This design comes from an exercise in tuning for small area and a short achievable clock period on the open sky130 flow, not from production work. Function was not checked in any run shown here: the RTL went through the layout flow alone.

## flow/design.v (module list and top-level ports; edited modules follow where they fit)
// module mul_pipe: 2027 lines
// module mul_pipe_fa: 10 lines
// module mul_pipe_ha: 9 lines
module mul_pipe #(
    parameter int unsigned XLEN    = 32,
    parameter int unsigned LATENCY = 3,
    parameter int unsigned TAG_W   = 5
) (
    input  logic             clk,
    input  logic             rst_n,
    input  logic             in_valid,
    output logic             in_ready,
    input  logic [XLEN-1:0]  a,
    input  logic [XLEN-1:0]  b,
    input  logic [2:0]       mulop,
    input  logic [TAG_W-1:0] in_tag,
    input  logic             flush,
    output logic             out_valid,
    input  logic             out_ready,
    output logic [XLEN-1:0]  f,
    output logic [TAG_W-1:0] out_tag
);
  // ...
==> flow/flow/run.sh <==
#!/bin/bash
# The standard layout, with timing repair aimed further below the clock period and
# the smallest port buffers (repair sizes up the ones on critical paths).
set -euo pipefail
bash standard.sh SETUP_SLACK_MARGIN=6.4 "BUFFER_PORTS_ARGS=-buffer_cell sky130_fd_sc_hd__buf_1" finish > standard.log 2>&1
==> flow/standard.sh <==
#!/bin/bash
# synth_recipe.tcl (not shown) runs the flow's synth.tcl, then flattens the netlist and writes it again
# the make line also repeats each setting of config.mk as NAME=value (left out here)
make -C /OpenROAD-flow-scripts/flow DESIGN_CONFIG=/design/flow/config.mk WORK_HOME=/design/flow/orfs CLKGATE_MAP_FILE= SYNTH_SCRIPT=/design/flow/synth_recipe.tcl "${@:-finish}"
==> flow/config.mk <==
export PLATFORM = sky130hd
export DESIGN_NAME = mul_pipe
export DESIGN_NICKNAME = mul_pipe
export VERILOG_FILES = /design/flow/design.v
export SDC_FILE = /design/flow/constraint.sdc
export NUM_CORES = 4
export LEC_CHECK = 0
export ABC_AREA = 1
export CAP_MARGIN = 20
export CORE_MARGIN = 2
export CORE_UTILIZATION = 40
export CTS_BUF_LIST = sky130_fd_sc_hd__clkbuf_8
export SETUP_SLACK_MARGIN = 5
export SLEW_MARGIN = 20
export SYNTH_HIERARCHICAL = 1
==> flow/constraint.sdc <==
create_clock -name core_clock -period 11.0 [get_ports {clk}]
set_input_delay 2.2000 -clock core_clock [delete_from_list [all_inputs] [get_ports {clk}]]
set_output_delay 2.2000 -clock core_clock [all_outputs]
set_load 0.01 [all_outputs]
==> impl_metrics.yaml, run 1 <==
timing:
  worst_slew_pin_slew_ns: 0.9930
  max_slew_margin_pct: 33.80
  hold_viol_final: 0
  fmax_mhz: 210.6
worst_setup_path:
  r2r_start: "r1_one[2]"
  crit_required_ns: 8.80
  worstSetupPathDepth: 4
  crit_end: "in_ready"
  crit_slowest_cell: "buf_2"
die:
  pin_count: 116
layout:
  clk_share_pct: 2.423
  multi_input_comb_cells: 2305
  multi_input_area_share_pct: 65.75
  area_dominant_class: "multi-input gates"
  multi_input_area_um2: 22170
  final_cells: 4079
  final_common_cell: "xor2_1"
cts:
  cts.sinks: 207
  cts_buffer_depth: 3
synthesis:
  synth_edf_count: 167
  synthAdderAreaFrac_pct: 35.17
  synth_top_area_share_pct: 31.84
  synth-compound-area-share_pct: 15.31
  synth-simple-area-share_pct: 5.848
  synth.distinct_cells: 46
  synth-xor-area-share_pct: 17.17
  syn-instance-count: 3057
grt:
  grt_pass1_wl_um: 157700
  grt_max_degree: 100
  grt_use_met1_pct: 33.37
  grt_remaining_overflow: 0
  top_usage_layer: "met2"
route:
  via_per_inst: 6.071
  antenna_left: 0
  dr_wl_met2_um: 48340
  drcViolationCount: 0
placement:
  placed_cells: 3935
run_status:
  status: "complete, no violations"
==> inputs of run 2 (changes only) <==
--- a/flow/design.v
+++ b/flow/design.v
@@ -1976,17 +1976,197 @@
     logic [NSEG-1:0] r2_sg, r2_sp;
     logic            r2_hi;
     logic w_cin;
     always_comb begin
         w_cin = 1'b0;
         for (int k = 0; k < NSEG; k++) w_cin = r2_sg[k] | (r2_sp[k] & w_cin);
         w_cin = w_cin & r2_hi;
     end
-    wire [31:0] w_f = r2_x + r2_y + {31'd0, w_cin};
+    wire [31:0] w_f;
+    wire ag0_0 = r2_x[0] & r2_y[0];
+    wire ap0_0 = r2_x[0] ^ r2_y[0];
+    wire ag1_1 = r2_x[1] & r2_y[1];
+    wire ap1_1 = r2_x[1] ^ r2_y[1];
+    wire ag2_2 = r2_x[2] & r2_y[2];
+    wire ap2_2 = r2_x[2] ^ r2_y[2];
+    wire ag3_3 = r2_x[3] & r2_y[3];
+    wire ap3_3 = r2_x[3] ^ r2_y[3];
+    wire ag4_4 = r2_x[4] & r2_y[4];
+    wire ap4_4 = r2_x[4] ^ r2_y[4];
+    wire ag5_5 = r2_x[5] & r2_y[5];
+    wire ap5_5 = r2_x[5] ^ r2_y[5];
+    wire ag6_6 = r2_x[6] & r2_y[6];
+    wire ap6_6 = r2_x[6] ^ r2_y[6];
+    wire ag7_7 = r2_x[7] & r2_y[7];
+    wire ap7_7 = r2_x[7] ^ r2_y[7];
+    wire ag8_8 = r2_x[8] & r2_y[8];
+    wire ap8_8 = r2_x[8] ^ r2_y[8];
+    wire ag9_9 = r2_x[9] & r2_y[9];
+    wire ap9_9 = r2_x[9] ^ r2_y[9];
+    wire ag10_10 = r2_x[10] & r2_y[10];
+    wire ap10_10 = r2_x[10] ^ r2_y[10];
+    wire ag11_11 = r2_x[11] & r2_y[11];
+    wire ap11_11 = r2_x[11] ^ r2_y[11];
+    wire ag12_12 = r2_x[12] & r2_y[12];
+    wire ap12_12 = r2_x[12] ^ r2_y[12];
+    wire ag13_13 = r2_x[13] & r2_y[13];
+    wire ap13_13 = r2_x[13] ^ r2_y[13];
+    wire ag14_14 = r2_x[14] & r2_y[14];
+    wire ap14_14 = r2_x[14] ^ r2_y[14];
+    wire ag15_15 = r2_x[15] & r2_y[15];
+    wire ap15_15 = r2_x[15] ^ r2_y[15];
+    wire ag16_16 = r2_x[16] & r2_y[16];
+    wire ap16_16 = r2_x[16] ^ r2_y[16];
+    wire ag17_17 = r2_x[17] & r2_y[17];
+    wire ap17_17 = r2_x[17] ^ r2_y[17];
+    wire ag18_18 = r2_x[18] & r2_y[18];
+    wire ap18_18 = r2_x[18] ^ r2_y[18];
+    wire ag19_19 = r2_x[19] & r2_y[19];
+    wire ap19_19 = r2_x[19] ^ r2_y[19];
+    wire ag20_20 = r2_x[20] & r2_y[20];
+    wire ap20_20 = r2_x[20] ^ r2_y[20];
+    wire ag21_21 = r2_x[21] & r2_y[21];
+    wire ap21_21 = r2_x[21] ^ r2_y[21];
+    wire ag22_22 = r2_x[22] & r2_y[22];
+    wire ap22_22 = r2_x[22] ^ r2_y[22];
+    wire ag23_23 = r2_x[23] & r2_y[23];
+    wire ap23_23 = r2_x[23] ^ r2_y[23];
+    wire ag24_24 = r2_x[24] & r2_y[24];
+    wire ap24_24 = r2_x[24] ^ r2_y[24];
+    wire ag25_25 = r2_x[25] & r2_y[25];
+    wire ap25_25 = r2_x[25] ^ r2_y[25];
+    wire ag26_26 = r2_x[26] & r2_y[26];
+    wire ap26_26 = r2_x[26] ^ r2_y[26];
+    wire ag27_27 = r2_x[27] & r2_y[27];
+    wire ap27_27 = r2_x[27] ^ r2_y[27];
+    wire ag28_28 = r2_x[28] & r2_y[28];
+    wire ap28_28 = r2_x[28] ^ r2_y[28];
+    wire ag29_29 = r2_x[29] & r2_y[29];
+    wire ap29_29 = r2_x[29] ^ r2_y[29];
+    wire ag30_30 = r2_x[30] & r2_y[30];
+    wire ap30_30 = r2_x[30] ^ r2_y[30];
+    wire ag31_31 = r2_x[31] & r2_y[31];
+    wire ap31_31 = r2_x[31] ^ r2_y[31];
+    wire agc0 = ag0_0 | (ap0_0 & w_cin);
+    wire ag1_0 = ag1_1 | (ap1_1 & agc0);
+    wire ag3_2 = ag3_3 | (ap3_3 & ag2_2);
+    wire ap3_2 = ap3_3 & ap2_2;
+    wire ag5_4 = ag5_5 | (ap5_5 & ag4_4);
+    wire ap5_4 = ap5_5 & ap4_4;
+    wire ag7_6 = ag7_7 | (ap7_7 & ag6_6);
+    wire ap7_6 = ap7_7 & ap6_6;
+    wire ag9_8 = ag9_9 | (ap9_9 & ag8_8);
+    wire ap9_8 = ap9_9 & ap8_8;
+    wire ag11_10 = ag11_11 | (ap11_11 & ag10_10);
+    wire ap11_10 = ap11_11 & ap10_10;
+    wire ag13_12 = ag13_13 | (ap13_13 & ag12_12);
+    wire ap13_12 = ap13_13 & ap12_12;
+    wire ag15_14 = ag15_15 | (ap15_15 & ag14_14);
+    wire ap15_14 = ap15_15 & ap14_14;
+    wire ag17_16 = ag17_17 | (ap17_17 & ag16_16);
+    wire ap17_16 = ap17_17 & ap16_16;
+    wire ag19_18 = ag19_19 | (ap19_19 & ag18_18);
+    wire ap19_18 = ap19_19 & ap18_18;
+    wire ag21_20 = ag21_21 | (ap21_21 & ag20_20);
+    wire ap21_20 = ap21_21 & ap20_20;
+    wire ag23_22 = ag23_23 | (ap23_23 & ag22_22);
+    wire ap23_22 = ap23_23 & ap22_22;
+    wire ag25_24 = ag25_25 | (ap25_25 & ag24_24);
+    wire ap25_24 = ap25_25 & ap24_24;
+    wire ag27_26 = ag27_27 | (ap27_27 & ag26_26);
+    wire ap27_26 = ap27_27 & ap26_26;
+    wire ag29_28 = ag29_29 | (ap29_29 & ag28_28);
+    wire ap29_28 = ap29_29 & ap28_28;
+    wire ag31_30 = ag31_31 | (ap31_31 & ag30_30);
+    wire ap31_30 = ap31_31 & ap30_30;
+    wire ag3_0 = ag3_2 | (ap3_2 & ag1_0);
+    wire ag7_4 = ag7_6 | (ap7_6 & ag5_4);
+    wire ap7_4 = ap7_6 & ap5_4;
+    wire ag11_8 = ag11_10 | (ap11_10 & ag9_8);
+    wire ap11_8 = ap11_10 & ap9_8;
+    wire ag15_12 = ag15_14 | (ap15_14 & ag13_12);
+    wire ap15_12 = ap15_14 & ap13_12;
+    wire ag19_16 = ag19_18 | (ap19_18 & ag17_16);
+    wire ap19_16 = ap19_18 & ap17_16;
+    wire ag23_20 = ag23_22 | (ap23_22 & ag21_20);
+    wire ap23_20 = ap23_22 & ap21_20;
+    wire ag27_24 = ag27_26 | (ap27_26 & ag25_24);
+    wire ap27_24 = ap27_26 & ap25_24;
+    wire ag31_28 = ag31_30 | (ap31_30 & ag29_28);
+    wire ap31_28 = ap31_30 & ap29_28;
+    wire ag7_0 = ag7_4 | (ap7_4 & ag3_0);
+    wire ag15_8 = ag15_12 | (ap15_12 & ag11_8);
+    wire ap15_8 = ap15_12 & ap11_8;
+    wire ag23_16 = ag23_20 | (ap23_20 & ag19_16);
+    wire ap23_16 = ap23_20 & ap19_16;
+    wire ag31_24 = ag31_28 | (ap31_28 & ag27_24);
+    wire ap31_24 = ap31_28 & ap27_24;
+    wire ag15_0 = ag15_8 | (ap15_8 & ag7_0);
+    wire ag31_16 = ag31_24 | (ap31_24 & ag23_16);
+    wire ap31_16 = ap31_24 & ap23_16;
+    wire ag31_0 = ag31_16 | (ap31_16 & ag15_0);
+    wire ag23_0 = ag23_16 | (ap23_16 & ag15_0);
+    wire ag11_0 = ag11_8 | (ap11_8 & ag7_0);
+    wire ag19_0 = ag19_16 | (ap19_16 & ag15_0);
+    wire ag27_0 = ag27_24 | (ap27_24 & ag23_0);
+    wire ag5_0 = ag5_4 | (ap5_4 & ag3_0);
+    wire ag9_0 = ag9_8 | (ap9_8 & ag7_0);
+    wire ag13_0 = ag13_12 | (ap13_12 & ag11_0);
+    wire ag17_0 = ag17_16 | (ap17_16 & ag15_0);
+    wire ag21_0 = ag21_20 | (ap21_20 & ag19_0);
+    wire ag25_0 = ag25_24 | (ap25_24 & ag23_0);
+    wire ag29_0 = ag29_28 | (ap29_28 & ag27_0);
+    wire ag2_0 = ag2_2 | (ap2_2 & ag1_0);
+    wire ag4_0 = ag4_4 | (ap4_4 & ag3_0);
+    wire ag6_0 = ag6_6 | (ap6_6 & ag5_0);
+    wire ag8_0 = ag8_8 | (ap8_8 & ag7_0);
+    wire ag10_0 = ag10_10 | (ap10_10 & ag9_0);
+    wire ag12_0 = ag12_12 | (ap12_12 & ag11_0);
+    wire ag14_0 = ag14_14 | (ap14_14 & ag13_0);
+    wire ag16_0 = ag16_16 | (ap16_16 & ag15_0);
+    wire ag18_0 = ag18_18 | (ap18_18 & ag17_0);
+    wire ag20_0 = ag20_20 | (ap20_20 & ag19_0);
+    wire ag22_0 = ag22_22 | (ap22_22 & ag21_0);
+    wire ag24_0 = ag24_24 | (ap24_24 & ag23_0);
+    wire ag26_0 = ag26_26 | (ap26_26 & ag25_0);
+    wire ag28_0 = ag28_28 | (ap28_28 & ag27_0);
+    wire ag30_0 = ag30_30 | (ap30_30 & ag29_0);
+    assign w_f[0] = ap0_0 ^ w_cin;
+    assign w_f[1] = ap1_1 ^ agc0;
+    assign w_f[2] = ap2_2 ^ ag1_0;
+    assign w_f[3] = ap3_3 ^ ag2_0;
+    assign w_f[4] = ap4_4 ^ ag3_0;
+    assign w_f[5] = ap5_5 ^ ag4_0;
+    assign w_f[6] = ap6_6 ^ ag5_0;
+    assign w_f[7] = ap7_7 ^ ag6_0;
+    assign w_f[8] = ap8_8 ^ ag7_0;
+    assign w_f[9] = ap9_9 ^ ag8_0;
+    assign w_f[10] = ap10_10 ^ ag9_0;
+    assign w_f[11] = ap11_11 ^ ag10_0;
+    assign w_f[12] = ap12_12 ^ ag11_0;
+    assign w_f[13] = ap13_13 ^ ag12_0;
+    assign w_f[14] = ap14_14 ^ ag13_0;
+    assign w_f[15] = ap15_15 ^ ag14_0;
+    assign w_f[16] = ap16_16 ^ ag15_0;
+    assign w_f[17] = ap17_17 ^ ag16_0;
+    assign w_f[18] = ap18_18 ^ ag17_0;
+    assign w_f[19] = ap19_19 ^ ag18_0;
+    assign w_f[20] = ap20_20 ^ ag19_0;
+    assign w_f[21] = ap21_21 ^ ag20_0;
+    assign w_f[22] = ap22_22 ^ ag21_0;
+    assign w_f[23] = ap23_23 ^ ag22_0;
+    assign w_f[24] = ap24_24 ^ ag23_0;
+    assign w_f[25] = ap25_25 ^ ag24_0;
+    assign w_f[26] = ap26_26 ^ ag25_0;
+    assign w_f[27] = ap27_27 ^ ag26_0;
+    assign w_f[28] = ap28_28 ^ ag27_0;
+    assign w_f[29] = ap29_29 ^ ag28_0;
+    assign w_f[30] = ap30_30 ^ ag29_0;
+    assign w_f[31] = ap31_31 ^ ag30_0;
     always_ff @(posedge clk) begin
         if (!rst_n) begin
             r1_v   <= 1'b0;
             r2_v   <= 1'b0;
             r3_v   <= 1'b0;
             r3_f   <= '0;
             r3_tag <= '0;
         end else if (flush) begin
==> flow/flow/run.sh (replaced) <==
#!/bin/bash
# The standard layout, with timing repair aimed further below the clock period and
# the smallest port buffers (repair sizes up the ones on critical paths).
set -euo pipefail
bash standard.sh SETUP_SLACK_MARGIN=6.2 "BUFFER_PORTS_ARGS=-buffer_cell sky130_fd_sc_hd__buf_1" finish > standard.log 2>&1
==> flow/config.mk (replaced) <==
export PLATFORM = sky130hd
export DESIGN_NAME = mul_pipe
export DESIGN_NICKNAME = mul_pipe
export VERILOG_FILES = /design/flow/design.v
export SDC_FILE = /design/flow/constraint.sdc
export NUM_CORES = 4
export LEC_CHECK = 0
export ABC_AREA = 1
export CAP_MARGIN = 20
export CORE_MARGIN = 2
export CORE_UTILIZATION = 40
export SETUP_SLACK_MARGIN = 5
export SLEW_MARGIN = 20
export SYNTH_HIERARCHICAL = 1
==> impl_metrics.yaml, run 2 <==
run_status:
  status: "complete, no violations"
die:
  die_h_um: 273.2
  row_count: 98
  fp.coreArea_um2: 71610
  die_area_um2: 74660
  initial_utilization_pct: 40.49
  pin_count: 116
  fp.dieW_um: 273.2
layout:
  fin_util_pct: 44.40
  final_cells: 3791
  syn_to_final_growth_pct: 9.657
  final_common_cell: "xor2_1"
  final_nets: 3462
  most-common-layout-cells: "xor2_1, o22ai_1, fa_1"
  layout-drive-gt1-share_pct: 6.582
  antenna_cells: 0
  final_area_um2: 31800
synthesis:
  synth.distinct_cells: 38
  syn_avg_cell_area_um2: 10.16
  synthesis.nets: 3495
  synth.area.top_cells: "fa_1, edfxtp_1, xor2_1"
  synth_seq_cells: 207
  synth_top_area_share_pct: 33.69
  syn_area_um2: 29000
  synth_edf_count: 167
  synth.most_common_cell: "xor2_1"
  postSynth.asyncResetShare_pct: 0
  synthFlopType: "edfxtp_1"
  ys_seq_area_share_pct: 20.06
  yosys-top-cells-count: "xor2_1, o22ai_1, fa_1"
  ys_warn_count: 7
  synth_area_leader_cell: "fa_1"
  syn-instance-count: 2853
grt:
  track_usage_pct: 27.56
  grt_remaining_overflow: 0
  grt_pass1_wl_um: 155600
  antenna_found_initial: 0
  grt_max_degree: 78
  grt_pass1_vias: 25290
worst_setup_path:
  worstSetupEndpointType: "output port"
  rr_endpoint: "r2_y[9]"
  r2r_start: "r1_one[9]"
  critical_path_class: "in -> out"
  arrival_ns: 2.57
  worstPathMaxFanout: 2
  crit_required_ns: 8.80
  cp-start-kind: "input pin"
  ff2ff_setup_slack_ns: 6.30
  worstRegToRegCells: 12
worst_hold_path:
  hold_path_end: "r2_tag[1]"
  hold_depth: 0
  hp-class: "reg -> reg"
  hold_start: "r1_tag[1]"
placement:
  portBuffers: 115
  placed_cell_area_um2: 30140
  place_ws_ns: 5.684
  dp_hpwl_um: 67780
  placed_cells: 3721
  place.gp.congestion: 0.9079
timing:
  rsz0062_at_grt: "yes"
  fin_crit_ns: 4.775
  fin_crit_sh_pct: 43.41
  worst_slew_pin_slew_ns: 0.9846
  skew_ns: 0.01820
  setup_ws_ns: 6.225
  max_slew_margin_pct: 33.96
  hold_viol_final: 0
  setup_tns_ns: 0
  hold_ws_ns: 0.4165
  final_max_slew_viol_count: 0
  final-setup-viol-count: 0
  fmax_mhz: 209.4
cts:
  clkTransAtPathRegs_ns: 0.06
  insertion_delay_ns: 0.61
  cts_buffers: 27
  cts_tree: "yes"
  clock-root-buffer: "clkbuf_16"
  cts_max_level: 1
  cts.sinks: 207
  cts_buffer_depth: 3
route:
  vias: 23580
  via_per_inst: 6.219
  first_pass_iters: 8
  avgRoutedWirePerCell_um: 27.58
  routed_wl_um: 104600
  drcViolationCount: 0
  antenna_left: 0
  drtIter0Drc: 3195
run:
  max_cap_violations: 0
## run 2: cell count changes after synthesis, sizes merged, moves of 10 or more
cell and change:
fa +15, nand2 -36, inv -60, nand4 -10
nor2 -33, clkbuf -29, o21bai -17, o21ai -20
buf +29
## run 2: cell families (layout without fill, tap and decap cells)
group / after synthesis / count (layout) / share of synthesized area (%)
flip-flops: 207 / 207 / 20.06
XOR/XNOR: 587 / 587 / 17.73
AND/OR/NAND/NOR: 341 / 341 / 4.665
adder cells (fa/ha/maj): 565 / 565 / 37.02
AO/OA/AOI/OAI: 668 / 668 / 13.99
buffers and inverters: 485 / 473 / 6.538
## run 2: cell type report
type                       instances  area, um^2
inverter                         200       789.5
timing repair buffer             223        1778
clock buffer                      31       690.7
sequential                       207        5816
fill                            6753       39810
multi-input combinational       2161       21310
clock inverter                    19       219.0
tap                              950        1189
## run 2: worst max-delay path by stage
stage / cells past startpoint / endpoint / startpoint / slack (ns)
2_1_floorplan: 2 / r1_a[0] / out_ready / 5.73
3_3_place_gp: 13 / r2_y[2] / r1_ea / 5.70
3_5_place_dp: 13 / r2_y[3] / r1_ea / 5.68
4_1_cts: 4 / in_ready / out_ready / 6.20
5_1_grt: 12 / r2_y[31] / r1_a[23] / 6.18
6_report: 4 / in_ready / out_ready / 6.23
## run 2: layer usage
layer | wire length [um] | track usage, %
met5 | 0 | 0
met4 | 5859 | 14.12
met3 | 13500 | 8.491
met2 | 46270 | 42.76
met1 | 38930 | 34.71
## run 2: repair_timing
item,CTS,global route
gates cloned,0,6
gates resized for setup,32,120
pin swaps,2,4
setup buffers,5,9
endpoints found under the setup margin,43,44
hold buffers,0,0
## run 2: Yosys stat by module (local to each module, per instance)
| module | cell area, um^2 | flip-flops and latches |
|---|---|---|
| mul_pipe_fa | 20.02 | 0 |
| mul_pipe | 19080 | 207 |
| mul_pipe_ha | 12.51 | 0 |
## run 2: critical path: stages
cell	delay [ns]
buf_6	0.10
nor2_4	0.11
nor2_4	0.05
buf_6	0.12
==> inputs of run 3 (changes only) <==
--- a/flow/config.mk
+++ b/flow/config.mk
@@ -8,7 +8,8 @@
 export ABC_AREA = 1
 export CAP_MARGIN = 20
 export CORE_MARGIN = 2
-export CORE_UTILIZATION = 40
+export CORE_UTILIZATION = 60
+export PLACE_DENSITY = 0.72
 export SETUP_SLACK_MARGIN = 5
 export SLEW_MARGIN = 20
 export SYNTH_HIERARCHICAL = 1
==> impl_metrics.yaml, run 3 <==
worst_hold_path:
  hold_path_end: "r2_tag[4]"
  hold_start: "r1_tag[4]"
  hold_depth: 0
  hp-class: "reg -> reg"
worst_setup_path:
  ff2ff_setup_slack_ns: 6.22
  cp-start-kind: "flop"
  worstPathMaxFanout: 32
  crit_required_ns: 11.39
  slowest_delay_ns: 0.64
  worstSetupEndpointType: "flop"
  crit_top_cell: "fa_1"
  crit_slowest_cell: "fa_1"
  path_cells: "inv_1, buf_6, o22ai_1, xor2_1, fa_1, fa_1, fa_1, fa_1, fa_1, fa_1, nor2_2, o31ai_1"
  arrival_ns: 5.17
  critical_path_class: "reg -> reg"
  r2r_start: "r1_two[4]"
  rr_endpoint: "r2_sg[3]"
  worstRegToRegCells: 12
route:
  antenna_left: 0
  vias: 24290
  drtIter0Drc: 3286
  avgRoutedWirePerCell_um: 29.37
  first_pass_iters: 7
  drcViolationCount: 0
  via_per_inst: 6.997
  routed_wl_um: 102000
cts:
  cts_max_level: 1
  cts_tree: "yes"
  clock-root-buffer: "clkbuf_16"
  cts.sinks: 207
  clkTransAtPathRegs_ns: 0.06
  cts_buffers: 25
  insertion_delay_ns: 0.58
  cts_buffer_depth: 3
timing:
  hold_viol_final: 0
  fin_crit_ns: 4.779
  worst_slew_pin_slew_ns: 1.085
  skew_ns: 0.01412
  setup_tns_ns: 0
  fin_crit_sh_pct: 43.44
  final_max_slew_viol_count: 0
  fmax_mhz: 209.3
  rsz0062_at_grt: "yes"
  final-setup-viol-count: 0
  max_slew_margin_pct: 27.61
run:
  max_cap_violations: 0
placement:
  place.gp.congestion: 0.9844
  portBuffers: 115
  placed_cells: 3386
  dp_hpwl_um: 66040
synthesis:
  synth.distinct_cells: 38
  postSynth.asyncResetShare_pct: 0
  synth_seq_cells: 207
  synthFlopType: "edfxtp_1"
  synth_top_area_share_pct: 33.69
  ys_warn_count: 7
  ys_seq_area_share_pct: 20.06
  synth.most_common_cell: "xor2_1"
  yosys-top-cells-count: "xor2_1, o22ai_1, fa_1"
  synthesis.nets: 3495
  synth.area.top_cells: "fa_1, edfxtp_1, xor2_1"
  syn-instance-count: 2853
  synth_edf_count: 167
  syn_area_um2: 29000
  synth_area_leader_cell: "fa_1"
  syn_avg_cell_area_um2: 10.16
die:
  pin_count: 116
  fp.dieW_um: 223.8
  row_count: 80
  die_area_um2: 50100
  initial_utilization_pct: 60.73
  fp.coreArea_um2: 47750
  die_h_um: 223.8
grt:
  grt_pass1_wl_um: 150400
  grt_remaining_overflow: 0
  grt_pass1_vias: 24920
  grt_max_degree: 74
  track_usage_pct: 40.12
  antenna_found_initial: 8
layout:
  layout-drive-gt1-share_pct: 7.148
  most-common-layout-cells: "xor2_1, o22ai_1, fa_1"
  register_area_um2: 5816
  multi_input_area_um2: 21300
  syn_to_final_growth_pct: 8.328
  final_nets: 3478
  final_common_cell: "xor2_1"
  n_fill_cell: 3712
  final_cells: 3472
run_status:
  status: "complete, no violations"
[run 3: cell counts after synthesis]
Identical to the previous run, type by type.
[run 3: logic make-up (layout without fill, tap and decap cells)]
group,Yosys count,in the layout,share of synthesized area [%]
compound gates,668,668,13.99
simple gates,341,341,4.665
flops,207,207,20.06
buf+inv,485,486,6.538
other cells,0,3,0
xor+xnor,587,587,17.73
fa+ha+maj,565,565,37.02
[run 3: per-layer routing]
| layer | share of wire [%] | GRT usage, % |
|---|---|---|
| met4 | 6.3 | 19.63 |
| met1 | 35 | 50.73 |
| met5 | 0.033 | 0 |
| met2 | 43 | 59.60 |
| met3 | 16 | 16.93 |
[run 3: worst max-delay path by stage]
stage,slack [ns],endpoint,cells after the start,from
3_5_place_dp,5.67,r2_y[3],13,r1_ea
3_3_place_gp,5.77,r2_y[2],13,r1_ea
5_1_grt,6.13,r2_y[31],12,r1_one[3]
2_1_floorplan,5.73,r1_a[0],2,out_ready
4_1_cts,6.20,r2_sg[3],12,r1_two[2]
6_report,6.22,r2_sg[3],12,r1_two[4]
[run 3: cell type report]
type,instances,share of cell area [%]
Antenna cell,3,0.02390
Inverter,200,2.545
Timing Repair Buffer,241,6.134
Tap cell,615,2.450
Clock buffer,35,2.306
Clock inverter,10,0.2151
Sequential cell,207,18.51
Multi-Input combinational cell,2161,67.81
[run 3: timing repair]
item                       CTS  global route
pin swaps                    2             4
gates resized for setup     27           110
hold buffers                 0             0
buffers inserted             2            27
gates cloned                 0             9
setup endpoints to repair   38            53
[run 3: per-module statistics from Yosys (local to each module, per instance)]
module / flops+latches / copies in the design / cells inside / area (um^2)
mul_pipe: 207 / 1 / 2343 / 19080
mul_pipe_fa: 0 / 471 / 1 / 20.02
mul_pipe_ha: 0 / 39 / 1 / 12.51
[run 3: per-stage QoR]
stage | area, um^2 | utilization, % | hold WS, ns | worst slack, ns
global placement | 29720 | 62.25 | 0.4029 | 5.770
floorplan | 29010 | - | 0.4003 | 5.732
global route | 31400 | 65.77 | 0.4273 | 6.126
CTS | 30630 | 64.15 | 0.4252 | 6.201
detailed placement | 29720 | 62.25 | 0.4077 | 5.666
finish | 31410 | 65.79 | 0.4265 | 6.221
[run 3: critical path: cells and delay by family (launching register included)]
family,cells,cell delay (ns)
flops,1,0.39
simple gates,1,0.08
xor+xnor,1,0.18
compound gates,2,0.37
fa+ha+maj,6,3.11
buf+inv,2,0.41
==> inputs of run 4 (changes only) <==
==> flow/flow/run.sh (replaced) <==
#!/bin/bash
# The standard layout, with timing repair aimed further below the clock period and
# the smallest port buffers (repair sizes up the ones on critical paths).
set -euo pipefail
bash standard.sh SETUP_SLACK_MARGIN=5.9 "BUFFER_PORTS_ARGS=-buffer_cell sky130_fd_sc_hd__buf_1" finish > standard.log 2>&1
--- a/flow/config.mk
+++ b/flow/config.mk
@@ -8,8 +8,7 @@
 export ABC_AREA = 1
 export CAP_MARGIN = 20
 export CORE_MARGIN = 2
-export CORE_UTILIZATION = 60
-export PLACE_DENSITY = 0.72
+export CORE_UTILIZATION = 40
 export SETUP_SLACK_MARGIN = 5
 export SLEW_MARGIN = 20
 export SYNTH_HIERARCHICAL = 1
==> impl_metrics.yaml, run 4 <==
run_status:
  status: "complete, no violations"
cts:
  cts_buffers: 26
  clkTransAtPathRegs_ns: 0.06
  cts_max_level: 1
  insertion_delay_ns: 0.58
  cts_buffer_depth: 3
  clock-root-buffer: "clkbuf_16"
  cts.sinks: 207
  cts_tree: "yes"
  cts_hold_buf: 0
route:
  antenna_left: 0
  avgRoutedWirePerCell_um: 27.24
  first_pass_iters: 7
  via_per_inst: 6.198
  drtIter0Drc: 2588
  vias: 23370
  drcViolationCount: 0
  routed_wl_um: 102700
synthesis:
  postSynth.asyncResetShare_pct: 0
  synth_top_area_share_pct: 33.69
  synth_edf_count: 167
  synth.most_common_cell: "xor2_1"
  ys_warn_count: 7
  syn_avg_cell_area_um2: 10.16
  synth_area_leader_cell: "fa_1"
  syn-instance-count: 2853
  yosys-top-cells-count: "xor2_1, o22ai_1, fa_1"
  synthFlopType: "edfxtp_1"
  synth.area.top_cells: "fa_1, edfxtp_1, xor2_1"
  syn_area_um2: 29000
  synth_seq_cells: 207
  synth.distinct_cells: 38
  ys_seq_area_share_pct: 20.06
  synthesis.nets: 3495
worst_setup_path:
  arrival_ns: 5.41
  worstSetupEndpointType: "flop"
  cp-startpoint: "r1_a[20]"
  crit_required_ns: 11.38
  critical_path_class: "reg -> reg"
  cp-start-kind: "flop"
  r2r_start: "r1_a[20]"
  worstPathMaxFanout: 32
timing:
  fin_crit_ns: 5.034
  worst_slew_pin_slew_ns: 1.039
  final-setup-viol-count: 0
  hold_ws_ns: 0.4123
  fmax_mhz: 198.7
  rsz0062_at_grt: "yes"
  skew_ns: 0.02999
  setup_tns_ns: 0
  hold_viol_final: 0
  final_max_slew_viol_count: 0
  fin_crit_sh_pct: 45.76
  max_slew_margin_pct: 30.31
layout:
  final_nets: 3443
  layout-drive-gt1-share_pct: 5.175
  syn_to_final_growth_pct: 6.991
  final_common_cell: "xor2_1"
  antenna_cells: 0
  most-common-layout-cells: "xor2_1, o22ai_1, fa_1"
grt:
  grt_pass1_vias: 25270
  antenna_found_initial: 3
  grt_remaining_overflow: 0
  grt_pass1_wl_um: 154800
  track_usage_pct: 27.50
  grt_max_degree: 77
die:
  die_area_um2: 74660
  fp.dieW_um: 273.2
  row_count: 98
  pin_count: 116
  die_h_um: 273.2
  initial_utilization_pct: 40.49
  fp.coreArea_um2: 71610
placement:
  dp_hpwl_um: 67320
  place.gp.congestion: 0.9267
  portBuffers: 115
run:
  max_cap_violations: 0
worst_hold_path:
  hp-class: "reg -> reg"
  hold_start: "r1_tag[0]"
run 4: cell counts after synthesis:
Identical to the previous run, type by type.
run 4: timing repair:
action	CTS	global route
resized for setup	1	13
endpoints found under the setup margin	10	12
buffers inserted	0	3
run 4: final timing paths:
path,endpoint,slack (ns),cells after the start
max,r2_sg[3],5.97,12
max reg2reg,r2_sg[3],5.97,12
min reg2reg,r2_tag[0],0.41,0
min,r2_tag[0],0.41,0
run 4: per-module statistics from Yosys (local to each module, per instance):
| module | cell area [um^2] | flip-flops and latches | times used | cells inside |
|---|---|---|---|---|
| mul_pipe | 19080 | 207 | 1 | 2343 |
| mul_pipe_fa | 20.02 | 0 | 471 | 1 |
| mul_pipe_ha | 12.51 | 0 | 39 | 1 |
run 4: area by class of cell:
type	instances	area, um^2
fillers	6910	40590
multi-input cells	2161	21290
flip-flops and latches	207	5816
well taps	950	1189
repair buffers	205	1141
inverters	200	768.2
clock buffers	37	733.2
clock inverters	11	83.83
run 4: critical path, cell delays in order (launching register included):
cell and delay, ns:
edfxtp_1 0.41, inv_1 0.07, buf_4 0.44, o22ai_1 0.19, xor2_1 0.20, fa_1 0.50, fa_1 0.60, fa_1 0.48
fa_1 0.46, fa_1 0.52, fa_1 0.64, nor2_1 0.10, o31ai_1 0.21
run 4: through the flow:
step	util [%]	cell area [um^2]	setup WS [ns]	instances
finish	43.32	31020	5.966	3771
global route	43.32	31020	5.882	3771
CTS	43.23	30950	5.964	3768
detailed placement	42.08	30140	5.704	3720
global placement	42.08	30140	5.703	3720
floorplan	-	29010	5.732	2853
run 4: cell families (layout without fill, tap and decap cells):
kind of cell    after synthesis  after routing  share of synthesized area [%]
compound gates              668            668                          13.99
xor+xnor                    587            587                          17.73
fa+ha+maj                   565            565                          37.02
buf+inv                     485            453                          6.538
simple gates                341            341                          4.665
flops                       207            207                          20.06
run 4: metal layers:
metal | wire, um | vias up | global-route usage, %
met5 | 27 | - | 0
met3 | 12430 | 477 | 8.658
li1 | - | 9540 | -
met4 | 5679 | 4 | 14.45
met1 | 38930 | 11640 | 34.64
met2 | 45670 | 1714 | 42.34

-- what the ideal ports hide --
The flow's constraints put no driver on any port. The routed layouts listed below were extracted and timed again, unchanged, in two steps.
Step 1: set_driving_cell puts a clkbuf_16 on clk and a buf_2 on each other input, an assumption about the parent block.
Step 2 adds t to the input delays and takes it off the output delays; t is the mean of the earliest and latest rising clock arrival at the registers after step 1. Input paths then give back, and output paths get back, about the clock's delay inside the block.
a / b / c = ideal / step 1 / step 2; a / b = the first two.
run	t, ns	setup slack, ns	cell pins on the clock port's net
run 1	0.708	6.251 / 6.217 / 6.217	1
run 2	0.665	6.225 / 6.192 / 6.192	1
run 3	0.638	6.221 / 6.195 / 6.195	1
run 4	0.633	5.966 / 5.966 / 5.966	1
After both steps setup and hold are still met in every run listed. For run 1, which loses most, drivers alone change the setup slack by -0.034 ns; drivers and shift together by -0.034 ns.
